This is an optimization exercise on Yosys and OpenROAD, whose aim is small area, not a production implementation. Function was not checked in any run shown here: the RTL went through the layout flow alone.

$ cat flow/config.mk
export PLATFORM = sky130hd
export DESIGN_NAME = neural_network
export DESIGN_NICKNAME = neural_network
export VERILOG_FILES = /design/flow/design.v
export SDC_FILE = /design/flow/constraint.sdc
export NUM_CORES = 4
export LEC_CHECK = 0
export CAP_MARGIN = 20
export CORE_MARGIN = 2
export CORE_UTILIZATION = 40
export CTS_BUF_LIST = sky130_fd_sc_hd__clkbuf_8
export CTS_CLUSTER_DIAMETER = 60
export CTS_CLUSTER_SIZE = 16
export SLEW_MARGIN = 20
export SYNTH_HIERARCHICAL = 1
$ cat flow/constraint.sdc
create_clock -name core_clock -period 10.0 [get_ports {clk}]
set_input_delay 2.0000 -clock core_clock [delete_from_list [all_inputs] [get_ports {clk}]]
set_output_delay 2.0000 -clock core_clock [all_outputs]
set_load 0.01 [all_outputs]
$ cat flow/design.v
package nn_pkg;
    localparam int N_NEURONS = 4;
    localparam int N_INPUTS  = 4;
    localparam int DW        = 8;
    localparam int P_PER_NEURON = N_INPUTS + 2;
    localparam int P_BYTES      = N_NEURONS * P_PER_NEURON;
    typedef enum logic [1:0] {
        LOAD_X  = 2'd0,
        LOAD_P  = 2'd1,
        COMPUTE = 2'd2,
        DONE    = 2'd3
    } state_t;
endpackage
module nn_fa (
    input  logic a,
    input  logic b,
    input  logic c,
    output logic s,
    output logic co
);
    assign s  = a ^ b ^ c;
    assign co = (a & b) | (c & (a ^ b));
endmodule
module nn_mo3 (
    input  logic a,
    input  logic b,
    input  logic c,
    output logic m,
    output logic o
);
    assign m = (a & b) | (a & c) | (b & c);
    assign o = a | b | c;
endmodule
module nn_ha (
    input  logic a,
    input  logic b,
    output logic s,
    output logic co
);
    assign s  = a ^ b;
    assign co = a & b;
endmodule
module nn_neuron (
    input  logic [31:0] xn_flat,
    input  logic [31:0] wn_flat,
    input  logic [7:0]  b,
    input  logic [7:0]  thn,
    output logic        fire
);
    logic [31:0] x_flat, w_flat;
    assign x_flat = ~xn_flat;
    assign w_flat = ~wn_flat;
    logic [3:0] hi;
    generate
        for (genvar gi = 0; gi < 4; gi++) begin : g_hi
            logic [7:1] wsuf;
            assign wsuf[7] = w_flat[gi*8+7];
            for (genvar k = 6; k >= 1; k--) begin : g_suf
                assign wsuf[k] = wsuf[k+1] | w_flat[gi*8+k];
            end
            assign hi[gi] = (x_flat[gi*8+1] & wsuf[7]) | (x_flat[gi*8+2] & wsuf[6])
                          | (x_flat[gi*8+3] & wsuf[5]) | (x_flat[gi*8+4] & wsuf[4])
                          | (x_flat[gi*8+5] & wsuf[3]) | (x_flat[gi*8+6] & wsuf[2])
                          | (x_flat[gi*8+7] & wsuf[1]);
        end
    endgenerate
    logic pp1, pp2, pp3, pp4, pp5, pp6, pp7, pp8, pp9, pp10, pp11, pp12;
    logic pp13, pp14, pp15, pp16, pp17, pp18, pp19, pp20, pp21, pp22, pp23, pp24;
    logic pp25, pp26, pp27, pp28, pp29, pp30, pp31, pp32, pp33, pp34, pp35, pp36;
    logic pp37, pp38, pp39, pp40, pp41, pp42, pp43, pp44, pp45, pp46, pp47, pp48;
    logic pp49, pp50, pp51, pp52, pp53, pp54, pp55, pp56, pp57, pp58, pp59, pp60;
    logic pp61, pp62, pp63, pp64, pp65, pp66, pp67, pp68, pp69, pp70, pp71, pp72;
    logic pp73, pp74, pp75, pp76, pp77, pp78, pp79, pp80, pp81, pp82, pp83, pp84;
    logic pp85, pp86, pp87, pp88, pp89, pp90, pp91, pp92, pp93, pp94, pp95, pp96;
    logic pp97, pp98, pp99, pp100, pp101, pp102, pp103, pp104, pp105, pp106, pp107, pp108;
    logic pp109, pp110, pp111, pp112, pp113, pp114, pp115, pp116, pp117, pp118, pp119, pp120;
    logic pp121, pp122, pp123, pp124, pp125, pp126, pp127, pp128, pp129, pp130, pp131, pp132;
    logic pp133, pp134, pp135, pp136, pp137, pp138, pp139, pp140, pp141, pp142, pp143, pp144;
    logic c146, s145, c148, s147, c150, c152, s151, c154, s153, c156, s155, c158;
    logic s157, c160, s159, c162, c164, s163, c166, s165, c168, s167, c170, s169;
    logic c172, s171, c174, s173, c176, s175, c178, s177, c180, s179, c182, c184;
    logic s183, c186, s185, c188, s187, c190, s189, c192, s191, c194, s193, c196;
    logic s195, c198, s197, c200, s199, c202, s201, c204, s203, c206, s205, c208;
    logic s207, c210, c212, s211, c214, s213, c216, s215, c218, s217, c220, s219;
    logic c222, s221, c224, s223, c226, s225, c228, s227, c230, s229, c232, s231;
    logic c234, s233, c236, s235, c238, s237, c240, s239, c242, s241, c244, s243;
    logic c246, c248, s247, c250, s249, c252, s251, c254, s253, c256, s255, c258;
    logic s257, c260, s259, c262, s261, c264, s263, c266, s265, c268, s267, c270;
    logic s269, c272, s271, c274, s273, c276, s275, c278, s277, c280, s279, c282;
    logic s281, c284, s283, c286, s285, c288, s287, c290, c292, s291, c294, s293;
    logic c296, s295, c298, s297, c300, s299, c302, s301, c304, s303, c306, s305;
    logic c308, s307, c310, s309, c312, s311, c314, s313, c316, s315, c318, s317;
    logic c320, s319, c322, s321, c324, s323, c326, s325, c328, s327, c330, s329;
    logic c332, s331, c334, s333, c336, s335, c338, s337, c340, s339, c342, o343;
    logic m344, o345, m346, o347, m348, o349, m350, o351, m352, o353, m354, o355;
    logic m356, o357, m358, o359, m360, o361, m362, o363, m364, o365, m366, o367;
    logic m368, o369, m370, o371, m372, o373, m374, o375, m376, o377, m378, o379;
    logic m380, o381, m382, o383, m384, o385, m386, o387, m388, o389, m390, o391;
    logic m392, o393, m394, o395, m396, o397, m398, o399, m400, o401, m402;
    assign pp1 = ~(xn_flat[0] | wn_flat[0]);
    assign pp2 = ~(xn_flat[1] | wn_flat[0]);
    assign pp3 = ~(xn_flat[2] | wn_flat[0]);
    assign pp4 = ~(xn_flat[3] | wn_flat[0]);
    assign pp5 = ~(xn_flat[4] | wn_flat[0]);
    assign pp6 = ~(xn_flat[5] | wn_flat[0]);
    assign pp7 = ~(xn_flat[6] | wn_flat[0]);
    assign pp8 = ~(xn_flat[7] | wn_flat[0]);
    assign pp9 = ~(xn_flat[0] | wn_flat[1]);
    assign pp10 = ~(xn_flat[1] | wn_flat[1]);
    assign pp11 = ~(xn_flat[2] | wn_flat[1]);
    assign pp12 = ~(xn_flat[3] | wn_flat[1]);
    assign pp13 = ~(xn_flat[4] | wn_flat[1]);
    assign pp14 = ~(xn_flat[5] | wn_flat[1]);
    assign pp15 = ~(xn_flat[6] | wn_flat[1]);
    assign pp16 = ~(xn_flat[0] | wn_flat[2]);
    assign pp17 = ~(xn_flat[1] | wn_flat[2]);
    assign pp18 = ~(xn_flat[2] | wn_flat[2]);
    assign pp19 = ~(xn_flat[3] | wn_flat[2]);
    assign pp20 = ~(xn_flat[4] | wn_flat[2]);
    assign pp21 = ~(xn_flat[5] | wn_flat[2]);
    assign pp22 = ~(xn_flat[0] | wn_flat[3]);
    assign pp23 = ~(xn_flat[1] | wn_flat[3]);
    assign pp24 = ~(xn_flat[2] | wn_flat[3]);
    assign pp25 = ~(xn_flat[3] | wn_flat[3]);
    assign pp26 = ~(xn_flat[4] | wn_flat[3]);
    assign pp27 = ~(xn_flat[0] | wn_flat[4]);
    assign pp28 = ~(xn_flat[1] | wn_flat[4]);
    assign pp29 = ~(xn_flat[2] | wn_flat[4]);
    assign pp30 = ~(xn_flat[3] | wn_flat[4]);
    assign pp31 = ~(xn_flat[0] | wn_flat[5]);
    assign pp32 = ~(xn_flat[1] | wn_flat[5]);
    assign pp33 = ~(xn_flat[2] | wn_flat[5]);
    assign pp34 = ~(xn_flat[0] | wn_flat[6]);
    assign pp35 = ~(xn_flat[1] | wn_flat[6]);
    assign pp36 = ~(xn_flat[0] | wn_flat[7]);
    assign pp37 = ~(xn_flat[8] | wn_flat[8]);
    assign pp38 = ~(xn_flat[9] | wn_flat[8]);
    assign pp39 = ~(xn_flat[10] | wn_flat[8]);
    assign pp40 = ~(xn_flat[11] | wn_flat[8]);
    assign pp41 = ~(xn_flat[12] | wn_flat[8]);
    assign pp42 = ~(xn_flat[13] | wn_flat[8]);
    assign pp43 = ~(xn_flat[14] | wn_flat[8]);
    assign pp44 = ~(xn_flat[15] | wn_flat[8]);
    assign pp45 = ~(xn_flat[8] | wn_flat[9]);
    assign pp46 = ~(xn_flat[9] | wn_flat[9]);
    assign pp47 = ~(xn_flat[10] | wn_flat[9]);
    assign pp48 = ~(xn_flat[11] | wn_flat[9]);
    assign pp49 = ~(xn_flat[12] | wn_flat[9]);
    assign pp50 = ~(xn_flat[13] | wn_flat[9]);
    assign pp51 = ~(xn_flat[14] | wn_flat[9]);
    assign pp52 = ~(xn_flat[8] | wn_flat[10]);
    assign pp53 = ~(xn_flat[9] | wn_flat[10]);
    assign pp54 = ~(xn_flat[10] | wn_flat[10]);
    assign pp55 = ~(xn_flat[11] | wn_flat[10]);
    assign pp56 = ~(xn_flat[12] | wn_flat[10]);
    assign pp57 = ~(xn_flat[13] | wn_flat[10]);
    assign pp58 = ~(xn_flat[8] | wn_flat[11]);
    assign pp59 = ~(xn_flat[9] | wn_flat[11]);
    assign pp60 = ~(xn_flat[10] | wn_flat[11]);
    assign pp61 = ~(xn_flat[11] | wn_flat[11]);
    assign pp62 = ~(xn_flat[12] | wn_flat[11]);
    assign pp63 = ~(xn_flat[8] | wn_flat[12]);
    assign pp64 = ~(xn_flat[9] | wn_flat[12]);
    assign pp65 = ~(xn_flat[10] | wn_flat[12]);
    assign pp66 = ~(xn_flat[11] | wn_flat[12]);
    assign pp67 = ~(xn_flat[8] | wn_flat[13]);
    assign pp68 = ~(xn_flat[9] | wn_flat[13]);
    assign pp69 = ~(xn_flat[10] | wn_flat[13]);
    assign pp70 = ~(xn_flat[8] | wn_flat[14]);
    assign pp71 = ~(xn_flat[9] | wn_flat[14]);
    assign pp72 = ~(xn_flat[8] | wn_flat[15]);
    assign pp73 = ~(xn_flat[16] | wn_flat[16]);
    assign pp74 = ~(xn_flat[17] | wn_flat[16]);
    assign pp75 = ~(xn_flat[18] | wn_flat[16]);
    assign pp76 = ~(xn_flat[19] | wn_flat[16]);
    assign pp77 = ~(xn_flat[20] | wn_flat[16]);
    assign pp78 = ~(xn_flat[21] | wn_flat[16]);
    assign pp79 = ~(xn_flat[22] | wn_flat[16]);
    assign pp80 = ~(xn_flat[23] | wn_flat[16]);
    assign pp81 = ~(xn_flat[16] | wn_flat[17]);
    assign pp82 = ~(xn_flat[17] | wn_flat[17]);
    assign pp83 = ~(xn_flat[18] | wn_flat[17]);
    assign pp84 = ~(xn_flat[19] | wn_flat[17]);
    assign pp85 = ~(xn_flat[20] | wn_flat[17]);
    assign pp86 = ~(xn_flat[21] | wn_flat[17]);
    assign pp87 = ~(xn_flat[22] | wn_flat[17]);
    assign pp88 = ~(xn_flat[16] | wn_flat[18]);
    assign pp89 = ~(xn_flat[17] | wn_flat[18]);
    assign pp90 = ~(xn_flat[18] | wn_flat[18]);
    assign pp91 = ~(xn_flat[19] | wn_flat[18]);
    assign pp92 = ~(xn_flat[20] | wn_flat[18]);
    assign pp93 = ~(xn_flat[21] | wn_flat[18]);
    assign pp94 = ~(xn_flat[16] | wn_flat[19]);
    assign pp95 = ~(xn_flat[17] | wn_flat[19]);
    assign pp96 = ~(xn_flat[18] | wn_flat[19]);
    assign pp97 = ~(xn_flat[19] | wn_flat[19]);
    assign pp98 = ~(xn_flat[20] | wn_flat[19]);
    assign pp99 = ~(xn_flat[16] | wn_flat[20]);
    assign pp100 = ~(xn_flat[17] | wn_flat[20]);
    assign pp101 = ~(xn_flat[18] | wn_flat[20]);
    assign pp102 = ~(xn_flat[19] | wn_flat[20]);
    assign pp103 = ~(xn_flat[16] | wn_flat[21]);
    assign pp104 = ~(xn_flat[17] | wn_flat[21]);
    assign pp105 = ~(xn_flat[18] | wn_flat[21]);
    assign pp106 = ~(xn_flat[16] | wn_flat[22]);
    assign pp107 = ~(xn_flat[17] | wn_flat[22]);
    assign pp108 = ~(xn_flat[16] | wn_flat[23]);
    assign pp109 = ~(xn_flat[24] | wn_flat[24]);
    assign pp110 = ~(xn_flat[25] | wn_flat[24]);
    assign pp111 = ~(xn_flat[26] | wn_flat[24]);
    assign pp112 = ~(xn_flat[27] | wn_flat[24]);
    assign pp113 = ~(xn_flat[28] | wn_flat[24]);
    assign pp114 = ~(xn_flat[29] | wn_flat[24]);
    assign pp115 = ~(xn_flat[30] | wn_flat[24]);
    assign pp116 = ~(xn_flat[31] | wn_flat[24]);
    assign pp117 = ~(xn_flat[24] | wn_flat[25]);
    assign pp118 = ~(xn_flat[25] | wn_flat[25]);
    assign pp119 = ~(xn_flat[26] | wn_flat[25]);
    assign pp120 = ~(xn_flat[27] | wn_flat[25]);
    assign pp121 = ~(xn_flat[28] | wn_flat[25]);
    assign pp122 = ~(xn_flat[29] | wn_flat[25]);
    assign pp123 = ~(xn_flat[30] | wn_flat[25]);
    assign pp124 = ~(xn_flat[24] | wn_flat[26]);
    assign pp125 = ~(xn_flat[25] | wn_flat[26]);
    assign pp126 = ~(xn_flat[26] | wn_flat[26]);
    assign pp127 = ~(xn_flat[27] | wn_flat[26]);
    assign pp128 = ~(xn_flat[28] | wn_flat[26]);
    assign pp129 = ~(xn_flat[29] | wn_flat[26]);
    assign pp130 = ~(xn_flat[24] | wn_flat[27]);
    assign pp131 = ~(xn_flat[25] | wn_flat[27]);
    assign pp132 = ~(xn_flat[26] | wn_flat[27]);
    assign pp133 = ~(xn_flat[27] | wn_flat[27]);
    assign pp134 = ~(xn_flat[28] | wn_flat[27]);
    assign pp135 = ~(xn_flat[24] | wn_flat[28]);
    assign pp136 = ~(xn_flat[25] | wn_flat[28]);
    assign pp137 = ~(xn_flat[26] | wn_flat[28]);
    assign pp138 = ~(xn_flat[27] | wn_flat[28]);
    assign pp139 = ~(xn_flat[24] | wn_flat[29]);
    assign pp140 = ~(xn_flat[25] | wn_flat[29]);
    assign pp141 = ~(xn_flat[26] | wn_flat[29]);
    assign pp142 = ~(xn_flat[24] | wn_flat[30]);
    assign pp143 = ~(xn_flat[25] | wn_flat[30]);
    assign pp144 = ~(xn_flat[24] | wn_flat[31]);
    nn_fa u_s145 (.a(pp1), .b(pp37), .c(pp73), .s(s145), .co(c146));
    nn_fa u_s147 (.a(pp109), .b(b[0]), .c(thn[0]), .s(s147), .co(c148));
    assign c150 = s145 & s147;
    nn_fa u_s151 (.a(pp2), .b(pp9), .c(pp38), .s(s151), .co(c152));
    nn_fa u_s153 (.a(pp45), .b(pp74), .c(pp81), .s(s153), .co(c154));
    nn_fa u_s155 (.a(pp110), .b(pp117), .c(b[1]), .s(s155), .co(c156));
    nn_fa u_s157 (.a(thn[1]), .b(c146), .c(c148), .s(s157), .co(c158));
    nn_fa u_s159 (.a(s151), .b(s153), .c(s155), .s(s159), .co(c160));
    assign c162 = (c150 & s157) | (c150 & s159) | (s157 & s159);
    nn_fa u_s163 (.a(pp3), .b(pp10), .c(pp16), .s(s163), .co(c164));
    nn_fa u_s165 (.a(pp39), .b(pp46), .c(pp52), .s(s165), .co(c166));
    nn_fa u_s167 (.a(pp75), .b(pp82), .c(pp88), .s(s167), .co(c168));
    nn_fa u_s169 (.a(pp111), .b(pp118), .c(pp124), .s(s169), .co(c170));
    nn_fa u_s171 (.a(b[2]), .b(thn[2]), .c(c152), .s(s171), .co(c172));
    nn_fa u_s173 (.a(c154), .b(c156), .c(s163), .s(s173), .co(c174));
    nn_fa u_s175 (.a(s165), .b(s167), .c(s169), .s(s175), .co(c176));
    nn_fa u_s177 (.a(c158), .b(c160), .c(s171), .s(s177), .co(c178));
    nn_fa u_s179 (.a(s173), .b(s175), .c(c162), .s(s179), .co(c180));
    assign c182 = s177 & s179;
    nn_fa u_s183 (.a(pp4), .b(pp11), .c(pp17), .s(s183), .co(c184));
    nn_fa u_s185 (.a(pp22), .b(pp40), .c(pp47), .s(s185), .co(c186));
    nn_fa u_s187 (.a(pp53), .b(pp58), .c(pp76), .s(s187), .co(c188));
    nn_fa u_s189 (.a(pp83), .b(pp89), .c(pp94), .s(s189), .co(c190));
    nn_fa u_s191 (.a(pp112), .b(pp119), .c(pp125), .s(s191), .co(c192));
    nn_fa u_s193 (.a(pp130), .b(b[3]), .c(thn[3]), .s(s193), .co(c194));
    nn_fa u_s195 (.a(c164), .b(c166), .c(c168), .s(s195), .co(c196));
    nn_fa u_s197 (.a(c170), .b(s183), .c(s185), .s(s197), .co(c198));
    nn_fa u_s199 (.a(s187), .b(s189), .c(s191), .s(s199), .co(c200));
    nn_fa u_s201 (.a(s193), .b(c172), .c(c174), .s(s201), .co(c202));
    nn_fa u_s203 (.a(c176), .b(s195), .c(s197), .s(s203), .co(c204));
    nn_fa u_s205 (.a(s199), .b(c178), .c(s201), .s(s205), .co(c206));
    nn_fa u_s207 (.a(s203), .b(c180), .c(s205), .s(s207), .co(c208));
    assign c210 = c182 & s207;
    nn_fa u_s211 (.a(pp5), .b(pp12), .c(pp18), .s(s211), .co(c212));
    nn_fa u_s213 (.a(pp23), .b(pp27), .c(pp41), .s(s213), .co(c214));
    nn_fa u_s215 (.a(pp48), .b(pp54), .c(pp59), .s(s215), .co(c216));
    nn_fa u_s217 (.a(pp63), .b(pp77), .c(pp84), .s(s217), .co(c218));
    nn_fa u_s219 (.a(pp90), .b(pp95), .c(pp99), .s(s219), .co(c220));
    nn_fa u_s221 (.a(pp113), .b(pp120), .c(pp126), .s(s221), .co(c222));
    nn_fa u_s223 (.a(pp131), .b(pp135), .c(b[4]), .s(s223), .co(c224));
    nn_fa u_s225 (.a(thn[4]), .b(c184), .c(c186), .s(s225), .co(c226));
    nn_fa u_s227 (.a(c188), .b(c190), .c(c192), .s(s227), .co(c228));
    nn_fa u_s229 (.a(c194), .b(s211), .c(s213), .s(s229), .co(c230));
    nn_fa u_s231 (.a(s215), .b(s217), .c(s219), .s(s231), .co(c232));
    nn_fa u_s233 (.a(s221), .b(s223), .c(c196), .s(s233), .co(c234));
    nn_fa u_s235 (.a(c198), .b(c200), .c(s225), .s(s235), .co(c236));
    nn_fa u_s237 (.a(s227), .b(s229), .c(s231), .s(s237), .co(c238));
    nn_fa u_s239 (.a(c202), .b(c204), .c(s233), .s(s239), .co(c240));
    nn_fa u_s241 (.a(s235), .b(s237), .c(c206), .s(s241), .co(c242));
    nn_fa u_s243 (.a(s239), .b(c208), .c(s241), .s(s243), .co(c244));
    assign c246 = c210 & s243;
    nn_fa u_s247 (.a(pp6), .b(pp13), .c(pp19), .s(s247), .co(c248));
    nn_fa u_s249 (.a(pp24), .b(pp28), .c(pp31), .s(s249), .co(c250));
    nn_fa u_s251 (.a(pp42), .b(pp49), .c(pp55), .s(s251), .co(c252));
    nn_fa u_s253 (.a(pp60), .b(pp64), .c(pp67), .s(s253), .co(c254));
    nn_fa u_s255 (.a(pp78), .b(pp85), .c(pp91), .s(s255), .co(c256));
    nn_fa u_s257 (.a(pp96), .b(pp100), .c(pp103), .s(s257), .co(c258));
    nn_fa u_s259 (.a(pp114), .b(pp121), .c(pp127), .s(s259), .co(c260));
    nn_fa u_s261 (.a(pp132), .b(pp136), .c(pp139), .s(s261), .co(c262));
    nn_fa u_s263 (.a(b[5]), .b(thn[5]), .c(c212), .s(s263), .co(c264));
    nn_fa u_s265 (.a(c214), .b(c216), .c(c218), .s(s265), .co(c266));
    nn_fa u_s267 (.a(c220), .b(c222), .c(c224), .s(s267), .co(c268));
    nn_fa u_s269 (.a(s247), .b(s249), .c(s251), .s(s269), .co(c270));
    nn_fa u_s271 (.a(s253), .b(s255), .c(s257), .s(s271), .co(c272));
    nn_fa u_s273 (.a(s259), .b(s261), .c(c226), .s(s273), .co(c274));
    nn_fa u_s275 (.a(c228), .b(c230), .c(c232), .s(s275), .co(c276));
    nn_fa u_s277 (.a(s263), .b(s265), .c(s267), .s(s277), .co(c278));
    nn_fa u_s279 (.a(s269), .b(s271), .c(c234), .s(s279), .co(c280));
    nn_fa u_s281 (.a(c236), .b(c238), .c(s273), .s(s281), .co(c282));
    nn_fa u_s283 (.a(s275), .b(s277), .c(c240), .s(s283), .co(c284));
    nn_fa u_s285 (.a(s279), .b(s281), .c(c242), .s(s285), .co(c286));
    nn_fa u_s287 (.a(s283), .b(c244), .c(s285), .s(s287), .co(c288));
    assign c290 = c246 & s287;
    nn_fa u_s291 (.a(pp7), .b(pp14), .c(pp20), .s(s291), .co(c292));
    nn_fa u_s293 (.a(pp25), .b(pp29), .c(pp32), .s(s293), .co(c294));
    nn_fa u_s295 (.a(pp34), .b(pp43), .c(pp50), .s(s295), .co(c296));
    nn_fa u_s297 (.a(pp56), .b(pp61), .c(pp65), .s(s297), .co(c298));
    nn_fa u_s299 (.a(pp68), .b(pp70), .c(pp79), .s(s299), .co(c300));
    nn_fa u_s301 (.a(pp86), .b(pp92), .c(pp97), .s(s301), .co(c302));
    nn_fa u_s303 (.a(pp101), .b(pp104), .c(pp106), .s(s303), .co(c304));
    nn_fa u_s305 (.a(pp115), .b(pp122), .c(pp128), .s(s305), .co(c306));
    nn_fa u_s307 (.a(pp133), .b(pp137), .c(pp140), .s(s307), .co(c308));
    nn_fa u_s309 (.a(pp142), .b(b[6]), .c(thn[6]), .s(s309), .co(c310));
    nn_fa u_s311 (.a(c248), .b(c250), .c(c252), .s(s311), .co(c312));
    nn_fa u_s313 (.a(c254), .b(c256), .c(c258), .s(s313), .co(c314));
    nn_fa u_s315 (.a(c260), .b(c262), .c(s291), .s(s315), .co(c316));
    nn_fa u_s317 (.a(s293), .b(s295), .c(s297), .s(s317), .co(c318));
    nn_fa u_s319 (.a(s299), .b(s301), .c(s303), .s(s319), .co(c320));
    nn_fa u_s321 (.a(s305), .b(s307), .c(s309), .s(s321), .co(c322));
    nn_fa u_s323 (.a(c264), .b(c266), .c(c268), .s(s323), .co(c324));
    nn_fa u_s325 (.a(c270), .b(c272), .c(s311), .s(s325), .co(c326));
    nn_fa u_s327 (.a(s313), .b(s315), .c(s317), .s(s327), .co(c328));
    nn_fa u_s329 (.a(s319), .b(s321), .c(c274), .s(s329), .co(c330));
    nn_fa u_s331 (.a(c276), .b(c278), .c(s323), .s(s331), .co(c332));
    nn_fa u_s333 (.a(s325), .b(s327), .c(c280), .s(s333), .co(c334));
    nn_fa u_s335 (.a(c282), .b(s329), .c(s331), .s(s335), .co(c336));
    nn_fa u_s337 (.a(c284), .b(s333), .c(s335), .s(s337), .co(c338));
    nn_fa u_s339 (.a(c286), .b(s337), .c(c288), .s(s339), .co(c340));
    assign c342 = c290 & s339;
    nn_mo3 u_m344 (.a(pp8), .b(pp15), .c(pp21), .m(m344), .o(o343));
    nn_mo3 u_m346 (.a(pp26), .b(pp30), .c(pp33), .m(m346), .o(o345));
    nn_mo3 u_m348 (.a(pp35), .b(pp36), .c(pp44), .m(m348), .o(o347));
    nn_mo3 u_m350 (.a(pp51), .b(pp57), .c(pp62), .m(m350), .o(o349));
    nn_mo3 u_m352 (.a(pp66), .b(pp69), .c(pp71), .m(m352), .o(o351));
    nn_mo3 u_m354 (.a(pp72), .b(pp80), .c(pp87), .m(m354), .o(o353));
    nn_mo3 u_m356 (.a(pp93), .b(pp98), .c(pp102), .m(m356), .o(o355));
    nn_mo3 u_m358 (.a(pp105), .b(pp107), .c(pp108), .m(m358), .o(o357));
    nn_mo3 u_m360 (.a(pp116), .b(pp123), .c(pp129), .m(m360), .o(o359));
    nn_mo3 u_m362 (.a(pp134), .b(pp138), .c(pp141), .m(m362), .o(o361));
    nn_mo3 u_m364 (.a(pp143), .b(pp144), .c(b[7]), .m(m364), .o(o363));
    nn_mo3 u_m366 (.a(thn[7]), .b(c292), .c(c294), .m(m366), .o(o365));
    nn_mo3 u_m368 (.a(c296), .b(c298), .c(c300), .m(m368), .o(o367));
    nn_mo3 u_m370 (.a(c302), .b(c304), .c(c306), .m(m370), .o(o369));
    nn_mo3 u_m372 (.a(c308), .b(c310), .c(o343), .m(m372), .o(o371));
    nn_mo3 u_m374 (.a(o345), .b(o347), .c(o349), .m(m374), .o(o373));
    nn_mo3 u_m376 (.a(o351), .b(o353), .c(o355), .m(m376), .o(o375));
    nn_mo3 u_m378 (.a(o357), .b(o359), .c(o361), .m(m378), .o(o377));
    nn_mo3 u_m380 (.a(o363), .b(c312), .c(c314), .m(m380), .o(o379));
    nn_mo3 u_m382 (.a(c316), .b(c318), .c(c320), .m(m382), .o(o381));
    nn_mo3 u_m384 (.a(c322), .b(o365), .c(o367), .m(m384), .o(o383));
    nn_mo3 u_m386 (.a(o369), .b(o371), .c(o373), .m(m386), .o(o385));
    nn_mo3 u_m388 (.a(o375), .b(o377), .c(c324), .m(m388), .o(o387));
    nn_mo3 u_m390 (.a(c326), .b(c328), .c(o379), .m(m390), .o(o389));
    nn_mo3 u_m392 (.a(o381), .b(o383), .c(o385), .m(m392), .o(o391));
    nn_mo3 u_m394 (.a(c330), .b(c332), .c(o387), .m(m394), .o(o393));
    nn_mo3 u_m396 (.a(o389), .b(o391), .c(c334), .m(m396), .o(o395));
    nn_mo3 u_m398 (.a(c336), .b(o393), .c(c338), .m(m398), .o(o397));
    nn_mo3 u_m400 (.a(o395), .b(o397), .c(c340), .m(m400), .o(o399));
    assign m402 = c342 & o399;
    assign o401 = c342 | o399;
    assign fire = (|hi) | m344 | m346 | m348 | m350 | m352 | m354 | m356 | m358 | m360 | m362 | m364 | m366 | m368 | m370 | m372 | m374 | m376 | m378 | m380 | m382 | m384 | m386 | m388 | m390 | m392 | m394 | m396 | m398 | m400 | m402;
endmodule
module nn_half (
    input  logic [15:0] xn_flat,
    input  logic [15:0] wn_flat,
    input  logic [7:0]  e1,
    input  logic [7:0]  e2,
    output logic [7:0]  s,
    output logic        ge
);
    logic [15:0] x_flat, w_flat;
    assign x_flat = ~xn_flat;
    assign w_flat = ~wn_flat;
    logic [1:0] hi;
    generate
        for (genvar gi = 0; gi < 2; gi++) begin : g_hi
            logic [7:1] wsuf;
            assign wsuf[7] = w_flat[gi*8+7];
            for (genvar k = 6; k >= 1; k--) begin : g_suf
                assign wsuf[k] = wsuf[k+1] | w_flat[gi*8+k];
            end
            assign hi[gi] = (x_flat[gi*8+1] & wsuf[7]) | (x_flat[gi*8+2] & wsuf[6])
                          | (x_flat[gi*8+3] & wsuf[5]) | (x_flat[gi*8+4] & wsuf[4])
                          | (x_flat[gi*8+5] & wsuf[3]) | (x_flat[gi*8+6] & wsuf[2])
                          | (x_flat[gi*8+7] & wsuf[1]);
        end
    endgenerate
    logic pp1, pp2, pp3, pp4, pp5, pp6, pp7, pp8, pp9, pp10, pp11, pp12;
    logic pp13, pp14, pp15, pp16, pp17, pp18, pp19, pp20, pp21, pp22, pp23, pp24;
    logic pp25, pp26, pp27, pp28, pp29, pp30, pp31, pp32, pp33, pp34, pp35, pp36;
    logic pp37, pp38, pp39, pp40, pp41, pp42, pp43, pp44, pp45, pp46, pp47, pp48;
    logic pp49, pp50, pp51, pp52, pp53, pp54, pp55, pp56, pp57, pp58, pp59, pp60;
    logic pp61, pp62, pp63, pp64, pp65, pp66, pp67, pp68, pp69, pp70, pp71, pp72;
    logic c74, s73, c76, s75, c78, s77, c80, s79, c82, s81, c84, s83;
    logic c86, s85, c88, s87, c90, s89, c92, s91, c94, s93, c96, s95;
    logic c98, s97, c100, s99, c102, s101, c104, s103, c106, s105, c108, s107;
    logic c110, s109, c112, s111, c114, s113, c116, s115, c118, s117, c120, s119;
    logic c122, s121, c124, s123, c126, s125, c128, s127, c130, s129, c132, s131;
    logic c134, s133, c136, s135, c138, s137, c140, s139, c142, s141, c144, s143;
    logic c146, s145, c148, s147, c150, s149, c152, s151, c154, s153, c156, s155;
    logic c158, s157, c160, s159, c162, s161, c164, s163, c166, s165, c168, s167;
    logic c170, s169, c172, s171, c174, s173, c176, s175, c178, s177, c180, s179;
    logic c182, s181, c184, s183, c186, s185, c188, s187, c190, s189, c192, s191;
    logic c194, s193, c196, s195, c198, s197, c200, s199, c202, s201, c204, s203;
    logic c206, s205, c208, s207, c210, s209, c212, s211, c214, s213, c216, s215;
    assign pp1 = ~(xn_flat[0] | wn_flat[0]);
    assign pp2 = ~(xn_flat[1] | wn_flat[0]);
    assign pp3 = ~(xn_flat[2] | wn_flat[0]);
    assign pp4 = ~(xn_flat[3] | wn_flat[0]);
    assign pp5 = ~(xn_flat[4] | wn_flat[0]);
    assign pp6 = ~(xn_flat[5] | wn_flat[0]);
    assign pp7 = ~(xn_flat[6] | wn_flat[0]);
    assign pp8 = ~(xn_flat[7] | wn_flat[0]);
    assign pp9 = ~(xn_flat[0] | wn_flat[1]);
    assign pp10 = ~(xn_flat[1] | wn_flat[1]);
    assign pp11 = ~(xn_flat[2] | wn_flat[1]);
    assign pp12 = ~(xn_flat[3] | wn_flat[1]);
    assign pp13 = ~(xn_flat[4] | wn_flat[1]);
    assign pp14 = ~(xn_flat[5] | wn_flat[1]);
    assign pp15 = ~(xn_flat[6] | wn_flat[1]);
    assign pp16 = ~(xn_flat[0] | wn_flat[2]);
    assign pp17 = ~(xn_flat[1] | wn_flat[2]);
    assign pp18 = ~(xn_flat[2] | wn_flat[2]);
    assign pp19 = ~(xn_flat[3] | wn_flat[2]);
    assign pp20 = ~(xn_flat[4] | wn_flat[2]);
    assign pp21 = ~(xn_flat[5] | wn_flat[2]);
    assign pp22 = ~(xn_flat[0] | wn_flat[3]);
    assign pp23 = ~(xn_flat[1] | wn_flat[3]);
    assign pp24 = ~(xn_flat[2] | wn_flat[3]);
    assign pp25 = ~(xn_flat[3] | wn_flat[3]);
    assign pp26 = ~(xn_flat[4] | wn_flat[3]);
    assign pp27 = ~(xn_flat[0] | wn_flat[4]);
    assign pp28 = ~(xn_flat[1] | wn_flat[4]);
    assign pp29 = ~(xn_flat[2] | wn_flat[4]);
    assign pp30 = ~(xn_flat[3] | wn_flat[4]);
    assign pp31 = ~(xn_flat[0] | wn_flat[5]);
    assign pp32 = ~(xn_flat[1] | wn_flat[5]);
    assign pp33 = ~(xn_flat[2] | wn_flat[5]);
    assign pp34 = ~(xn_flat[0] | wn_flat[6]);
    assign pp35 = ~(xn_flat[1] | wn_flat[6]);
    assign pp36 = ~(xn_flat[0] | wn_flat[7]);
    assign pp37 = ~(xn_flat[8] | wn_flat[8]);
    assign pp38 = ~(xn_flat[9] | wn_flat[8]);
    assign pp39 = ~(xn_flat[10] | wn_flat[8]);
    assign pp40 = ~(xn_flat[11] | wn_flat[8]);
    assign pp41 = ~(xn_flat[12] | wn_flat[8]);
    assign pp42 = ~(xn_flat[13] | wn_flat[8]);
    assign pp43 = ~(xn_flat[14] | wn_flat[8]);
    assign pp44 = ~(xn_flat[15] | wn_flat[8]);
    assign pp45 = ~(xn_flat[8] | wn_flat[9]);
    assign pp46 = ~(xn_flat[9] | wn_flat[9]);
    assign pp47 = ~(xn_flat[10] | wn_flat[9]);
    assign pp48 = ~(xn_flat[11] | wn_flat[9]);
    assign pp49 = ~(xn_flat[12] | wn_flat[9]);
    assign pp50 = ~(xn_flat[13] | wn_flat[9]);
    assign pp51 = ~(xn_flat[14] | wn_flat[9]);
    assign pp52 = ~(xn_flat[8] | wn_flat[10]);
    assign pp53 = ~(xn_flat[9] | wn_flat[10]);
    assign pp54 = ~(xn_flat[10] | wn_flat[10]);
    assign pp55 = ~(xn_flat[11] | wn_flat[10]);
    assign pp56 = ~(xn_flat[12] | wn_flat[10]);
    assign pp57 = ~(xn_flat[13] | wn_flat[10]);
    assign pp58 = ~(xn_flat[8] | wn_flat[11]);
    assign pp59 = ~(xn_flat[9] | wn_flat[11]);
    assign pp60 = ~(xn_flat[10] | wn_flat[11]);
    assign pp61 = ~(xn_flat[11] | wn_flat[11]);
    assign pp62 = ~(xn_flat[12] | wn_flat[11]);
    assign pp63 = ~(xn_flat[8] | wn_flat[12]);
    assign pp64 = ~(xn_flat[9] | wn_flat[12]);
    assign pp65 = ~(xn_flat[10] | wn_flat[12]);
    assign pp66 = ~(xn_flat[11] | wn_flat[12]);
    assign pp67 = ~(xn_flat[8] | wn_flat[13]);
    assign pp68 = ~(xn_flat[9] | wn_flat[13]);
    assign pp69 = ~(xn_flat[10] | wn_flat[13]);
    assign pp70 = ~(xn_flat[8] | wn_flat[14]);
    assign pp71 = ~(xn_flat[9] | wn_flat[14]);
    assign pp72 = ~(xn_flat[8] | wn_flat[15]);
    nn_fa u_s73 (.a(pp1), .b(pp37), .c(e1[0]), .s(s73), .co(c74));
    nn_ha u_s75 (.a(e2[0]), .b(s73), .s(s75), .co(c76));
    nn_fa u_s77 (.a(pp2), .b(pp9), .c(pp38), .s(s77), .co(c78));
    nn_fa u_s79 (.a(pp45), .b(e1[1]), .c(e2[1]), .s(s79), .co(c80));
    nn_fa u_s81 (.a(c74), .b(s77), .c(s79), .s(s81), .co(c82));
    nn_ha u_s83 (.a(c76), .b(s81), .s(s83), .co(c84));
    nn_fa u_s85 (.a(pp3), .b(pp10), .c(pp16), .s(s85), .co(c86));
    nn_fa u_s87 (.a(pp39), .b(pp46), .c(pp52), .s(s87), .co(c88));
    nn_fa u_s89 (.a(e1[2]), .b(e2[2]), .c(c78), .s(s89), .co(c90));
    nn_fa u_s91 (.a(c80), .b(s85), .c(s87), .s(s91), .co(c92));
    nn_fa u_s93 (.a(c82), .b(s89), .c(s91), .s(s93), .co(c94));
    nn_ha u_s95 (.a(c84), .b(s93), .s(s95), .co(c96));
    nn_fa u_s97 (.a(pp4), .b(pp11), .c(pp17), .s(s97), .co(c98));
    nn_fa u_s99 (.a(pp22), .b(pp40), .c(pp47), .s(s99), .co(c100));
    nn_fa u_s101 (.a(pp53), .b(pp58), .c(e1[3]), .s(s101), .co(c102));
    nn_fa u_s103 (.a(e2[3]), .b(c86), .c(c88), .s(s103), .co(c104));
    nn_fa u_s105 (.a(s97), .b(s99), .c(s101), .s(s105), .co(c106));
    nn_fa u_s107 (.a(c90), .b(c92), .c(s103), .s(s107), .co(c108));
    nn_fa u_s109 (.a(s105), .b(c94), .c(s107), .s(s109), .co(c110));
    nn_ha u_s111 (.a(c96), .b(s109), .s(s111), .co(c112));
    nn_fa u_s113 (.a(pp5), .b(pp12), .c(pp18), .s(s113), .co(c114));
    nn_fa u_s115 (.a(pp23), .b(pp27), .c(pp41), .s(s115), .co(c116));
    nn_fa u_s117 (.a(pp48), .b(pp54), .c(pp59), .s(s117), .co(c118));
    nn_fa u_s119 (.a(pp63), .b(e1[4]), .c(e2[4]), .s(s119), .co(c120));
    nn_fa u_s121 (.a(c98), .b(c100), .c(c102), .s(s121), .co(c122));
    nn_fa u_s123 (.a(s113), .b(s115), .c(s117), .s(s123), .co(c124));
    nn_fa u_s125 (.a(s119), .b(c104), .c(c106), .s(s125), .co(c126));
    nn_fa u_s127 (.a(s121), .b(s123), .c(c108), .s(s127), .co(c128));
    nn_fa u_s129 (.a(s125), .b(c110), .c(s127), .s(s129), .co(c130));
    nn_ha u_s131 (.a(c112), .b(s129), .s(s131), .co(c132));
    nn_fa u_s133 (.a(pp6), .b(pp13), .c(pp19), .s(s133), .co(c134));
    nn_fa u_s135 (.a(pp24), .b(pp28), .c(pp31), .s(s135), .co(c136));
    nn_fa u_s137 (.a(pp42), .b(pp49), .c(pp55), .s(s137), .co(c138));
    nn_fa u_s139 (.a(pp60), .b(pp64), .c(pp67), .s(s139), .co(c140));
    nn_fa u_s141 (.a(e1[5]), .b(e2[5]), .c(c114), .s(s141), .co(c142));
    nn_fa u_s143 (.a(c116), .b(c118), .c(c120), .s(s143), .co(c144));
    nn_fa u_s145 (.a(s133), .b(s135), .c(s137), .s(s145), .co(c146));
    nn_fa u_s147 (.a(s139), .b(c122), .c(c124), .s(s147), .co(c148));
    nn_fa u_s149 (.a(s141), .b(s143), .c(s145), .s(s149), .co(c150));
    nn_fa u_s151 (.a(c126), .b(s147), .c(s149), .s(s151), .co(c152));
    nn_fa u_s153 (.a(c128), .b(s151), .c(c130), .s(s153), .co(c154));
    nn_ha u_s155 (.a(c132), .b(s153), .s(s155), .co(c156));
    nn_fa u_s157 (.a(pp7), .b(pp14), .c(pp20), .s(s157), .co(c158));
    nn_fa u_s159 (.a(pp25), .b(pp29), .c(pp32), .s(s159), .co(c160));
    nn_fa u_s161 (.a(pp34), .b(pp43), .c(pp50), .s(s161), .co(c162));
    nn_fa u_s163 (.a(pp56), .b(pp61), .c(pp65), .s(s163), .co(c164));
    nn_fa u_s165 (.a(pp68), .b(pp70), .c(e1[6]), .s(s165), .co(c166));
    nn_fa u_s167 (.a(e2[6]), .b(c134), .c(c136), .s(s167), .co(c168));
    nn_fa u_s169 (.a(c138), .b(c140), .c(s157), .s(s169), .co(c170));
    nn_fa u_s171 (.a(s159), .b(s161), .c(s163), .s(s171), .co(c172));
    nn_fa u_s173 (.a(s165), .b(c142), .c(c144), .s(s173), .co(c174));
    nn_fa u_s175 (.a(c146), .b(s167), .c(s169), .s(s175), .co(c176));
    nn_fa u_s177 (.a(s171), .b(c148), .c(c150), .s(s177), .co(c178));
    nn_fa u_s179 (.a(s173), .b(s175), .c(c152), .s(s179), .co(c180));
    nn_fa u_s181 (.a(s177), .b(s179), .c(c154), .s(s181), .co(c182));
    nn_ha u_s183 (.a(c156), .b(s181), .s(s183), .co(c184));
    nn_fa u_s185 (.a(pp8), .b(pp15), .c(pp21), .s(s185), .co(c186));
    nn_fa u_s187 (.a(pp26), .b(pp30), .c(pp33), .s(s187), .co(c188));
    nn_fa u_s189 (.a(pp35), .b(pp36), .c(pp44), .s(s189), .co(c190));
    nn_fa u_s191 (.a(pp51), .b(pp57), .c(pp62), .s(s191), .co(c192));
    nn_fa u_s193 (.a(pp66), .b(pp69), .c(pp71), .s(s193), .co(c194));
    nn_fa u_s195 (.a(pp72), .b(e1[7]), .c(e2[7]), .s(s195), .co(c196));
    nn_fa u_s197 (.a(c158), .b(c160), .c(c162), .s(s197), .co(c198));
    nn_fa u_s199 (.a(c164), .b(c166), .c(s185), .s(s199), .co(c200));
    nn_fa u_s201 (.a(s187), .b(s189), .c(s191), .s(s201), .co(c202));
    nn_fa u_s203 (.a(s193), .b(s195), .c(c168), .s(s203), .co(c204));
    nn_fa u_s205 (.a(c170), .b(c172), .c(s197), .s(s205), .co(c206));
    nn_fa u_s207 (.a(s199), .b(s201), .c(c174), .s(s207), .co(c208));
    nn_fa u_s209 (.a(c176), .b(s203), .c(s205), .s(s209), .co(c210));
    nn_fa u_s211 (.a(c178), .b(s207), .c(s209), .s(s211), .co(c212));
    nn_fa u_s213 (.a(c180), .b(s211), .c(c182), .s(s213), .co(c214));
    nn_ha u_s215 (.a(c184), .b(s213), .s(s215), .co(c216));
    assign s  = {s215, s183, s155, s131, s111, s95, s83, s75};
    assign ge = (|hi) | c186 | c188 | c190 | c192 | c194 | c196 | c198 | c200 | c202 | c204 | c206 | c208 | c210 | c212 | c214 | c216;
endmodule
module neural_network (
    input  logic        clk,
    input  logic        reset,
    input  logic        changes,
    input  logic [7:0]  data_in,
    output logic [7:0]  network_outputs
);
    nn_pkg::state_t state_reg;
    logic           changes_q_reg;
    logic [31:0]    xn_sr_reg;      
    logic [191:0]   p_sr_reg;
    logic [2:0]     x_cnt_reg;
    logic [4:0]     p_cnt_reg;
    logic           f3_q_reg;
    logic           f1_q_reg;
    logic [8:0]     h_q_reg;
    logic [3:0]     out_reg;
    logic chg_rise, in_p, in_c, shift_x, shift_p;
    assign chg_rise = changes & ~changes_q_reg;
    assign in_p     = (state_reg == nn_pkg::LOAD_P);
    assign in_c     = (state_reg == nn_pkg::COMPUTE);
    assign shift_x  = (state_reg == nn_pkg::LOAD_X) & ~changes;
    assign shift_p  = in_p & ~changes;
    function automatic logic gt_const(input logic [4:0] c, input int k);
        gt_const = 1'b0;
        for (int b = 0; b < 5; b++)
            gt_const = ((k >> b) & 1) ? (c[b] & gt_const) : (c[b] | gt_const);
    endfunction
    logic [23:0] p_ok;
    logic [3:0]  x_ok;
    generate
        for (genvar k = 0; k < 24; k++) begin : g_pok
            assign p_ok[k] = gt_const(p_cnt_reg, k);
        end
        for (genvar k = 0; k < 4; k++) begin : g_xok
            assign x_ok[k] = gt_const({2'b00, x_cnt_reg}, k);
        end
    endgenerate
    function automatic logic [7:0] lane(input int k);
        lane = p_sr_reg[k*8 +: 8];
    endfunction
    logic sa, sb, sc;
    assign sa = in_p & ~changes;
    assign sb = in_p &  changes;
    assign sc = in_c;
    logic [31:0] f_wn;
    logic [7:0]  f_b, f_th;
    logic        f_fire;
    generate
        for (genvar i = 0; i < 4; i++) begin : g_fw
            logic ma, mb, mc;
            assign ma = sa & x_ok[i] & p_ok[17+i];
            assign mb = sb & x_ok[i] & p_ok[6+i];
            assign mc = sc & x_ok[i] & p_ok[12+i];
            assign f_wn[i*8 +: 8] = ~((lane(17+i) & {8{ma}}) | (lane(6+i) & {8{mb}})
                                    | (lane(12+i) & {8{mc}}));
        end
    endgenerate
    assign f_b  = (lane(21) & {8{sa & p_ok[21]}}) | (lane(10) & {8{sb & p_ok[10]}})
                | (lane(16) & {8{sc & p_ok[16]}});
    assign f_th = (lane(22) & {8{sa & p_ok[22]}}) | (lane(11) & {8{sb & p_ok[11]}})
                | (lane(17) & {8{sc & p_ok[17]}});
    nn_neuron u_f (
        .xn_flat (xn_sr_reg),
        .wn_flat (f_wn),
        .b       (f_b),
        .thn     (~f_th),
        .fire   (f_fire)
    );
    logic [15:0] h_xn, h_wn;
    logic [7:0]  h_e1, h_e2, h_s;
    logic        h_ge;
    generate
        for (genvar i = 0; i < 2; i++) begin : g_hw
            logic m0, m1;
            assign m0 = ~in_c & x_ok[i]   & p_ok[i];
            assign m1 =  in_c & x_ok[i+2] & p_ok[i+2];
            assign h_wn[i*8 +: 8] = ~((lane(i) & {8{m0}}) | (lane(i+2) & {8{m1}}));
            assign h_xn[i*8 +: 8] = in_c ? xn_sr_reg[(i+2)*8 +: 8] : xn_sr_reg[i*8 +: 8];
        end
    endgenerate
    assign h_e1 = in_c ? h_q_reg[7:0] : (lane(4) & {8{p_ok[4]}});
    assign h_e2 = in_c ? 8'h00 : ~(lane(5) & {8{p_ok[5]}});
    nn_half u_h (
        .xn_flat (h_xn),
        .wn_flat (h_wn),
        .e1     (h_e1),
        .e2     (h_e2),
        .s      (h_s),
        .ge     (h_ge)
    );
    assign network_outputs = {4'b0000, out_reg};
    always_ff @(posedge clk) begin
        if (shift_x)
            xn_sr_reg <= {xn_sr_reg[23:0], ~data_in};
        if (shift_p) begin
            p_sr_reg <= {p_sr_reg[183:0], data_in};
            f3_q_reg <= f_fire;
        end
        f1_q_reg <= f_fire;
        h_q_reg  <= {h_ge, h_s};
    end
    always_ff @(posedge clk or posedge reset) begin
        if (reset) begin
            state_reg     <= nn_pkg::LOAD_X;
            changes_q_reg <= 1'b0;
            x_cnt_reg     <= '0;
            p_cnt_reg     <= '0;
            out_reg       <= '0;
        end else begin
            changes_q_reg <= changes;
            if (shift_x && x_cnt_reg != 3'd4)
                x_cnt_reg <= x_cnt_reg + 3'd1;
            if (shift_p && p_cnt_reg != 5'd24)
                p_cnt_reg <= p_cnt_reg + 5'd1;
            case (state_reg)
                nn_pkg::LOAD_X:  if (chg_rise) state_reg <= nn_pkg::LOAD_P;
                nn_pkg::LOAD_P:  if (chg_rise) state_reg <= nn_pkg::COMPUTE;
                nn_pkg::COMPUTE: begin
                    out_reg   <= {f3_q_reg, f_fire, f1_q_reg, h_q_reg[8] | h_ge};
                    state_reg <= nn_pkg::DONE;
                end
                default:         if (chg_rise) state_reg <= nn_pkg::LOAD_X;
            endcase
        end
    end
endmodule
$ cat flow/run.sh
#!/bin/bash
# synth_recipe.tcl (not shown) runs the flow's synth.tcl, then flattens the netlist and writes it again
# the make line also repeats each setting of config.mk as NAME=value (left out here)
make -C /OpenROAD-flow-scripts/flow DESIGN_CONFIG=/design/flow/config.mk WORK_HOME=/design/flow/orfs CLKGATE_MAP_FILE= SYNTH_SCRIPT=/design/flow/synth_recipe.tcl finish
==> run summary, run 1 <==
number of clock sinks 242; ANT cells 0; Post-synth ARST share 0.0620; period utilization 0.883; Area Growth Syn to Fin 9.06%; cell mode on critical path fa_1; critical path's top delay family adder cells; share of cells above drive strength 1 0.116; Worst Tran Pin Value 0.994 ns; most common cell in the netlist nor2_1; final WL 39400 um; Clock Root Buffer clkbuf_8; RSZ-0062 raised after global routing false; vias 9055; drt drc 0; Hold Path Depth 0; antenna violations before repair 0; Max-Cap Viols 0; DRT met1 WL 16400 um; CTS max path bufs 3; setup bufs post-CTS 0; largest net degree at the start of global routing 90; Post-Syn Area 14100 sq um; arrival time at the worst endpoint 9.29 ns; CTS Buf Count 23; hpwl dp 29600 um; Hold Path Class flop to flop; max-slew violation count 0; top sig layer met4; Final GP Congestion 0.973; critical path startpoint category primary input; status timing/DRC/antenna clean; DIE HEIGHT 192 um; Crit Path Max Fanout 8; Seq/Total Area, Yosys 0.503; synth unique cells 63; Slew headroom 0.336; Initial Util 0.407; drt wl/cell 25.8 um; Rows 68; Post-CTS Resized 0; number of hold buffers added after CTS 0; DRT iter0 DRCs 1112; Top FF cell, synth edfxtp_1; met3 WL post-DR 2800 um; dominant cells by area after synthesis edfxtp_1 46%, fa_1 22%, nor2_1 6.2%; TritonCTS clock tree built; Required @ worst endpoint 10.46 ns; DR pass1 iterations 8; CP bufs+invs 1; Worst-path clk slew 0.10 ns; die extent in x 192 um; Critical Path Sink Type flop; slowest cell on the critical path a211oi_2; slowest stage delay, CP 0.63 ns; max reg flops 184; Worst Reg2Reg Path Length in Cells 20; Hold Vio Cnt, Final 0; post-route ant nets 0; Die Area 36700 sq um; Seq cells post-synth 242; setup TNS 0 ns; number of nets in the layout 1245; I/O Buffers 14; H-Tree Depth 1; Setup Skew 0.0278 ns; cell taking the most area after synthesis edfxtp_1; critical-path cell list clkdlybuf4s50_1 > nand3b_2 > a211oi_2 > a222oi_1 > nor2_1 > fa_1 > fa_1 > fa_1 > fa_1 > fa_1 > fa_1 > fa_1 > fa_1 > maj3_1 > nor4_1 > nand4_1 > a2111oi_2 > nand4_1 > mux2_2; Core Box Area 34600 sq um; Final setup viols 0; Mapped Cells 1020; EDFF count, synth 217; clock latency on the worst-skew pair 0.56 ns; first-pass GRT wire length 59200 um; io pins 19; GR Overflow Total 0; CP Class primary input to flop; Fill cells 3121; Vias/cell 5.93; mean post-synth cell area 13.8 sq um; Yosys warnings 7; vias in the first global route 9383; WP depth 19; Yosys top cell area share 0.462; most instantiated cells after synthesis 233 x nor2_1, 217 x edfxtp_1, 156 x fa_1, 40 x a222oi_1, 30 x or3_1; maximum clock frequency 0.113 GHz; Min Hold Slack 0.454 ns; gr usage total 0.220; Period minus WS final 8.83 ns; metal2 WL 18800 um
layout make-up:
type                            instances  area, sq um  area share
Timing Repair Buffer                   59          502      0.0326
Clock buffer                           23          317      0.0206
Clock inverter                         15          116     0.00757
Multi-Input combinational cell        712         6690       0.436
Inverter                               21         78.8     0.00513
Sequential cell                       242         7090       0.461
Tap cell                              455          569      0.0370
worst register-to-register path, cell delays in order (launching register included):
cell and delay [ns]:
dfrtp_1 0.50, inv_1 0.19, ha_1 0.32, a311oi_2 0.85
a22oi_1 0.50, nor2_1 0.27, fa_1 0.47, fa_1 0.44
fa_1 0.43, fa_1 0.48, fa_1 0.40, fa_1 0.40
fa_1 0.42, fa_1 0.45, ha_1 0.23, or4_1 0.40
or3_1 0.38, or4_1 0.40, a2111o_1 0.44, nor2_1 0.14
a21oi_1 0.08
kinds of logic after synthesis:
group | share of synthesized area
XOR/XNOR | 0.00249
buffers and inverters | 0.0238
adder cells (fa/ha/maj) | 0.259
AND/OR/NAND/NOR | 0.111
flip-flops | 0.503
AO/OA/AOI/OAI | 0.0819
multiplexers | 0.0183
other | 0.000266
final timing paths:
check / startpoint / end / slack [ns]
setup / recovery: changes / out_reg[2] / 1.17
hold / removal: p_sr_reg[159] / p_sr_reg[167] / 0.45
setup reg to reg: p_cnt_reg[1] / out_reg[0] / 1.70
hold reg to reg: p_sr_reg[159] / p_sr_reg[167] / 0.45
max in group asynchronous: reset / out_reg[0] / 7.62
min in group asynchronous: reset / changes_q_reg / 1.88
per-module statistics from Yosys (local to each module, per instance):
module	flip-flops and latches	cell area (sq um)	times used	cells
nn_fa	0	20.0	156	1
nn_mo3	0	16.3	29	2
neural_network	242	8870	1	465
nn_ha	0	12.5	8	1
nn_neuron	0	996	1	219
nn_half	0	531	1	114
layer usage:
metal / vias to the layer above / GRT usage
li1: 3830 / -
met1: 4684 / 0.304
met2: 460 / 0.362
met3: 81 / 0.0250
met4: 0 / 0.0725
met5: - / 0
placed cells by master, fill, tap and decap left out, drive strengths merged, types with 3 or more instances in the layout:
master | Yosys | layout
nor2 | 235 | 235
edfxtp | 217 | 217
fa | 156 | 156
buf | 27 | 45
a222oi | 40 | 40
inv | 21 | 32
or3 | 30 | 30
maj3 | 29 | 29
a21oi | 28 | 28
clkbuf | 21 | 23
mux2 | 22 | 22
ha | 19 | 19
a22oi | 17 | 17
dfrtp | 15 | 15
clkdlybuf4s50 | 0 | 14
nor4 | 12 | 12
nand2 | 10 | 10
dfxtp | 10 | 10
nor3b | 9 | 9
a22o | 8 | 8
a221o | 8 | 8
a31oi | 7 | 7
nand4 | 6 | 6
and4 | 6 | 6
o21ai | 6 | 6
nand3 | 6 | 6
nor3 | 6 | 6
a211oi | 5 | 5
nor2b | 5 | 5
xnor2 | 4 | 4
conb | 1 | 4
and3 | 4 | 4
nand2b | 3 | 3
through the flow:
stage               cell area (sq um)  setup slack, ns   util  cells
floorplan                       14100             1.94      -   1023
global placement                14900            0.669  0.430   1488
detailed placement              14900            0.640  0.430   1488
CTS                             15300             1.22  0.443   1526
global route                    15400            0.906  0.444   1527
finish                          15400             1.17  0.444   1527
==> inputs of run 2 (changes only) <==
==> flow/flow/run.sh (new file) <==
#!/bin/bash
# Standard ORFS flow (the standard.sh) with two layout options:
#  - port buffers of the smallest buffer cell
#  - CTS without dummy loads
set -euo pipefail
bash standard.sh \
  "BUFFER_PORTS_ARGS=-buffer_cell sky130_fd_sc_hd__buf_1" \
  "CTS_ARGS=-sink_clustering_enable -repair_clock_nets -sink_clustering_size 16 -sink_clustering_max_diameter 60 -buf_list sky130_fd_sc_hd__clkbuf_8 -dont_use_dummy_load" \
  finish > standard.log 2>&1
==> flow/standard.sh (new file) <==
#!/bin/bash
# synth_recipe.tcl (not shown) runs the flow's synth.tcl, then flattens the netlist and writes it again
# the make line also repeats each setting of config.mk as NAME=value (left out here)
make -C /OpenROAD-flow-scripts/flow DESIGN_CONFIG=/design/flow/config.mk WORK_HOME=/design/flow/orfs CLKGATE_MAP_FILE= SYNTH_SCRIPT=/design/flow/synth_recipe.tcl "${@:-finish}"
removed: flow/run.sh
==> run 2 against run 1 <==
Against the previous run: synthesized cell count did not move; first-iteration DRC count increased by 3.0%; setup slack better by 0.24 ns; routed wire length is 1.1% higher.
==> run summary, run 2 <==
status timing/DRC/antenna clean; max reg flops 184 (unchanged); reg2reg start p_cnt_reg[1]; Area after DPL 14800 sq um (-0.71%); post-route ant nets 0 (unchanged); RSZ-0062 raised after global routing false; drt drc 0 (unchanged); synth unique cells 63 (unchanged); maximum clock frequency 0.116 GHz (+2.8%); Setup Skew 0.0630 ns (+0.0352 ns); first-pass GRT wire length 59500 um (+0.48%); clock latency on the worst-skew pair 0.55 ns (about the same); Sequential Area 7090 sq um (unchanged); commonest non-fill, non-tap cell in the layout nor2_1; Vias/cell 6.02 (+1.5%); Die Area 36700 sq um (unchanged); Hold Vio Cnt, Final 0 (unchanged); most instantiated cells after synthesis 233 x nor2_1, 217 x edfxtp_1, 156 x fa_1, 40 x a222oi_1, 30 x or3_1; max-slew violation count 0 (unchanged); Required @ worst endpoint 10.42 ns (-0.04 ns); Slew headroom 0.310 (-0.0257); Rows 68 (unchanged); dominant cells by area after synthesis edfxtp_1 46%, fa_1 22%, nor2_1 6.2%; worst setup path start changes; number of nets in the layout 1242 (-0.24%); DIE HEIGHT 192 um (unchanged); most frequent cells in the layout 233 x nor2_1, 217 x edfxtp_1, 156 x fa_1; EDFF count, synth 217 (unchanged); TritonCTS clock tree built; mean post-synth cell area 13.8 sq um (unchanged); period utilization 0.859 (-0.0240); vias 9085 (+0.33%); Period minus WS final 8.59 ns (-0.240 ns); Post-synth ARST share 0.0620 (unchanged); final WL 39800 um (+1.1%); share of cells above drive strength 1 0.105 (-0.0104); drt wl/cell 26.4 um (+2.3%); Worst Tran Pin Value 1.03 ns (+0.0406 ns); CP Class primary input to flop; critical path startpoint category primary input; Post-CTS Resized 0 (unchanged); Final setup viols 0 (unchanged); Final Instance Area 15100 sq um (-1.6%); Top FF cell, synth edfxtp_1; number of hold buffers added after CTS 0 (unchanged); gr usage total 0.224 (+0.00417); Fill cells 3111 (-0.32%); cell taking the most area after synthesis edfxtp_1; largest net degree at the start of global routing 191 (+110%); CTS max path bufs 3 (unchanged); HP Start p_sr_reg[151]; Area Growth Syn to Fin 7.27%; Mapped Cells 1020 (unchanged); Critical Path Sink Type flop; setup bufs post-CTS 0 (unchanged); DR pass1 iterations 7 (-1); Multi-input gate area 6690 sq um (unchanged); Yosys top cell area share 0.462 (unchanged); io pins 19 (unchanged); most common cell in the netlist nor2_1; number of clock sinks 242 (unchanged); Seq cells post-synth 242 (unchanged); GR Overflow Total 0 (unchanged); Initial Util 0.407 (unchanged); vias in the first global route 9404 (+0.22%); Clock Root Buffer clkbuf_8; I/O Buffers 14 (unchanged); DRT iter0 DRCs 1145 (+3.0%); arrival time at the worst endpoint 9.01 ns (-0.28 ns); Hold Path Class flop to flop; H-Tree Depth 1 (unchanged); Yosys warnings 7 (unchanged); Worst-path clk slew 0.10 ns (about the same); Min Hold Slack 0.438 ns (-0.0160 ns); Max-Cap Viols 0 (unchanged); antenna violations before repair 0 (unchanged); Core Box Area 34600 sq um (unchanged); Final GP Congestion 0.959 (-1.5%); setup TNS 0 ns (unchanged); Crit Path Max Fanout 8 (unchanged); die extent in x 192 um (unchanged); Seq/Total Area, Yosys 0.503 (unchanged); hpwl dp 29500 um (-0.18%); Post-Syn Area 14100 sq um (unchanged); ANT cells 0 (unchanged); CTS Buf Count 22 (-4.3%)
==> run 2: worst paths after layout <==
path / endpoint / slack (ns) / cells after the start
hold / removal: p_sr_reg[159] / 0.44 / 0
min in group asynchronous: x_cnt_reg[2] / 1.56 / 2
hold reg to reg: p_sr_reg[159] / 0.44 / 0
setup reg to reg: out_reg[0] / 1.75 / 20
max in group asynchronous: out_reg[1] / 7.88 / 2
setup / recovery: out_reg[2] / 1.41 / 20
==> run 2: critical path: stages <==
cell,delay (ns)
buf_1,0.23
nand3b_2,0.40
nor3_2,0.60
a222oi_1,0.17
buf_4,0.22
nor2_1,0.16
fa_1,0.47
fa_1,0.47
fa_1,0.44
fa_1,0.48
fa_1,0.41
fa_1,0.43
fa_1,0.41
fa_1,0.39
maj3_1,0.37
nor4_1,0.33
nand4_1,0.20
a2111oi_2,0.35
nand4_1,0.19
mux2_2,0.29
==> run 2: metal layers <==
| metal | vias to the layer above | GRT usage | wire length (um) |
|---|---|---|---|
| met3 | 116 | 0.0395 | 3290 |
| met1 | 4659 | 0.298 | 15800 |
| met4 | 0 | 0.102 | 2040 |
| met2 | 510 | 0.359 | 18600 |
| li1 | 3800 | - | - |
| met5 | - | 0 | 0 |
==> run 2: cell type report <==
type	count	area share
clock buffer	22	0.0200
inverter	21	0.00521
multi-input combinational	712	0.443
sequential	242	0.469
tap	455	0.0377
timing repair buffer	57	0.0252
==> run 2: logic make-up after synthesis <==
| family | after synthesis | share of synthesized area |
|---|---|---|
| simple gates | 339 | 0.111 |
| flops | 242 | 0.503 |
| fa+ha+maj | 204 | 0.259 |
| compound gates | 138 | 0.0819 |
| buf+inv | 69 | 0.0238 |
| mux | 23 | 0.0183 |
| xor+xnor | 4 | 0.00249 |
| other cells | 1 | 0.000266 |
==> run 2: per-module statistics from Yosys, one instance, submodules excluded <==
module          area (sq um)  copies in the design
nn_ha                   12.5                     8
neural_network          8870                     1
nn_neuron                996                     1
nn_half                  531                     1
nn_fa                   20.0                   156
nn_mo3                  16.3                    29
==> run 2: stage by stage <==
stage,util,setup slack (ns),std cells
after floorplan,-,1.94,1023
after global placement,0.427,0.780,1484
after detailed placement,0.427,0.564,1484
after CTS,0.436,1.15,1506
after global routing,0.437,1.17,1509
final,0.437,1.41,1509
==> inputs of run 3 (changes only) <==
--- a/flow/config.mk
+++ b/flow/config.mk
@@ -5,11 +5,11 @@
 export SDC_FILE = /design/flow/constraint.sdc
 export NUM_CORES = 4
 export LEC_CHECK = 0
-export CAP_MARGIN = 20
+export CAP_MARGIN = 10
 export CORE_MARGIN = 2
 export CORE_UTILIZATION = 40
 export CTS_BUF_LIST = sky130_fd_sc_hd__clkbuf_8
 export CTS_CLUSTER_DIAMETER = 60
 export CTS_CLUSTER_SIZE = 16
-export SLEW_MARGIN = 20
+export SLEW_MARGIN = 10
 export SYNTH_HIERARCHICAL = 1
==> run 3 against run 2 <==
Against the previous run: still clean; global-route usage did not move; sequential share of layout area about the same; die area is the same; register-to-register slack hardly changed; routed wire length down 0.19%; first-iteration DRC count rose by 3.1%; non-clock buffer count fell by 1; critical path depth shrank 1; cell count about the same; largest cell class unchanged.
==> run summary, run 3 <==
Worst Reg2Reg Path Length in Cells 20 (unchanged); grt met2 use 0.359 (unchanged); Yosys top cell area share 0.462 (unchanged); CTS max path bufs 3 (unchanged); number of nets in the layout 1241 (-0.081%); max reg flops 184 (unchanged); Hold Path Depth 0 (unchanged); Post-synth ARST share 0.0620 (unchanged); status timing/DRC/antenna clean; Crit Path Max Fanout 7 (-1); max-slew violation count 0 (unchanged); drt drc 0 (unchanged); Top FF cell, synth edfxtp_1; worst reg2reg setup slack 1.75 ns (about the same); Core Box Area 34600 sq um (unchanged); antenna violations before repair 0 (unchanged); io pins 19 (unchanged); Setup Skew 0.0621 ns (-0.000888 ns); die extent in x 192 um (unchanged); Max-Cap Viols 0 (unchanged); TritonCTS clock tree built; Reg-to-Reg End out_reg[0]; first-pass GRT wire length 59500 um (unchanged); HP Start p_sr_reg[151]; setup TNS 0 ns (unchanged); met1 usage 0.298 (unchanged); DRT iter0 DRCs 1181 (+3.1%); critical-path cell list buf_1 > nand3b_2 > a211oi_2 > buf_4 > a222oi_1 > nor2_1 > fa_1 > fa_1 > fa_1 > fa_1 > fa_1 > fa_1 > fa_1 > maj3_1 > nor4_1 > nand4_1 > a2111oi_2 > nand4_1 > mux2_2; CTS Buf Count 22 (unchanged); dominant cells by area after synthesis edfxtp_1 46%, fa_1 22%, nor2_1 6.2%; drt wl/cell 26.3 um (-0.12%); number of hold buffers added after CTS 0 (unchanged); hpwl dp 29500 um (unchanged); mean post-synth cell area 13.8 sq um (unchanged); slowest stage delay, CP 0.99 ns (+0.39 ns); Clock Root Buffer clkbuf_8; Vias/cell 6.00 (-0.32%); Yosys warnings 7 (unchanged); GR met3 Demand/Resource 0.0395 (unchanged); setup ws final 1.29 ns (-0.120 ns); gr usage total 0.224 (unchanged); Post-Syn Area 14100 sq um (unchanged); setup bufs post-CTS 0 (unchanged); post-route ant nets 0 (unchanged); EDFF count, synth 217 (unchanged); most common cell in the netlist nor2_1; Slew headroom 0.157 (-0.154); critical path's top delay family adder cells; share of cells above drive strength 1 0.104 (-0.000850); Initial Util 0.407 (unchanged); H-Tree Depth 1 (unchanged); final WL 39700 um (-0.19%); GR Overflow Total 0 (unchanged); clock latency on the worst-skew pair 0.55 ns (about the same); Hold Vio Cnt, Final 0 (unchanged); Rows 68 (unchanged); DIE HEIGHT 192 um (unchanged); commonest non-fill, non-tap cell in the layout nor2_1; vias in the first global route 9404 (unchanged); Hold Path Class flop to flop; Seq cells post-synth 242 (unchanged); Mapped Cells 1020 (unchanged); Die Area 36700 sq um (unchanged); Final Util 0.436 (about the same); CP bufs+invs 2 (unchanged); Hold Path End p_sr_reg[159]; Final setup viols 0 (unchanged); Fill cells 3112 (+0.032%); vias 9050 (-0.39%)
-- run 3: worst register-to-register path: stages, from the launching register on --
cell,delay (ns)
dfrtp_1,0.49
inv_1,0.17
ha_1,0.32
a311oi_2,0.85
a22oi_1,0.49
nor2_1,0.27
fa_1,0.48
fa_1,0.44
fa_1,0.46
fa_1,0.43
fa_1,0.43
fa_1,0.40
fa_1,0.39
fa_1,0.46
ha_1,0.22
or4_1,0.40
or3_1,0.37
or4_1,0.41
a2111o_1,0.45
nor2_1,0.12
a21oi_1,0.07
-- run 3: layout make-up --
type	instances	area, sq um	share of cell area
clock buffers	22	303	0.0200
flip-flops and latches	242	7090	0.469
well taps	455	569	0.0377
inverters	21	78.8	0.00522
multi-input cells	712	6690	0.443
repair buffers	56	375	0.0248
-- run 3: kinds of logic (layout without fill, tap and decap cells) --
logic type | Yosys count | count (layout) | synth area share
other | 1 | 4 | 0.000266
multiplexers | 23 | 23 | 0.0183
buffers and inverters | 69 | 99 | 0.0238
XOR/XNOR | 4 | 4 | 0.00249
adder cells (fa/ha/maj) | 204 | 204 | 0.259
AND/OR/NAND/NOR | 339 | 339 | 0.111
flip-flops | 242 | 242 | 0.503
AO/OA/AOI/OAI | 138 | 138 | 0.0819
-- run 3: worst max path at each step --
stage / cells past startpoint / from / end / slack, ns
2_1_floorplan: 20 / changes / out_reg[2] / 1.94
3_3_place_gp: 19 / changes / out_reg[2] / 0.78
3_5_place_dp: 20 / changes / out_reg[2] / 0.56
4_1_cts: 20 / changes / out_reg[2] / 1.15
5_1_grt: 20 / changes / out_reg[2] / 1.00
6_report: 19 / changes / out_reg[2] / 1.29
-- run 3: per-stage QoR --
step	area, sq um	instances
final	15100	1508
after floorplan	14100	1023
after CTS	15100	1506
after global placement	14800	1484
after detailed placement	14800	1484
after global routing	15100	1508
-- run 3: metal layers --
metal  part of all wire  wire [um]  vias up
met4              0.051       2030        0
met1               0.40      15800     4672
met3              0.083       3300      111
met5                  0          0        -
met2               0.47      18600      472
li1                   -          -     3795
-- run 3: per-module statistics from Yosys (local to each module, per instance) --
module | times used | cells | flops+latches
neural_network | 1 | 465 | 242
nn_fa | 156 | 1 | 0
nn_half | 1 | 114 | 0
nn_mo3 | 29 | 2 | 0
nn_neuron | 1 | 219 | 0
nn_ha | 8 | 1 | 0

[port drivers added, routing unchanged]
Ports are ideal in the flow. The routed layouts listed here were re-timed in OpenROAD.
Step 1: set_driving_cell puts a clkbuf_16 on clk and a buf_2 on each other input, an assumption about the parent block.
Step 2 adds t to the input delays and takes it off the output delays; t is the mean of the earliest and latest rising clock arrival at the registers after step 1. Input paths then give back, and output paths get back, about the clock's delay inside the block.
a / b / c = no drivers / after step 1 / after step 2; a / b = the first two.
run | t (ns) | setup slack, ns | worst setup path at the end | worst data-port slew with drivers (ns)
run 1 | 0.591 | 1.167 / 1.193 / 0.601 | input to register | 0.05
run 2 | 0.577 | 1.407 / 1.433 / 0.856 | input to register | 0.05
run 3 | 0.579 | 1.287 / 1.311 / 0.733 | input to register | 0.05
After both steps setup and hold are still met in every run listed. For run 1, which loses most, drivers alone change the setup slack by +0.026 ns; drivers and shift together by -0.566 ns.
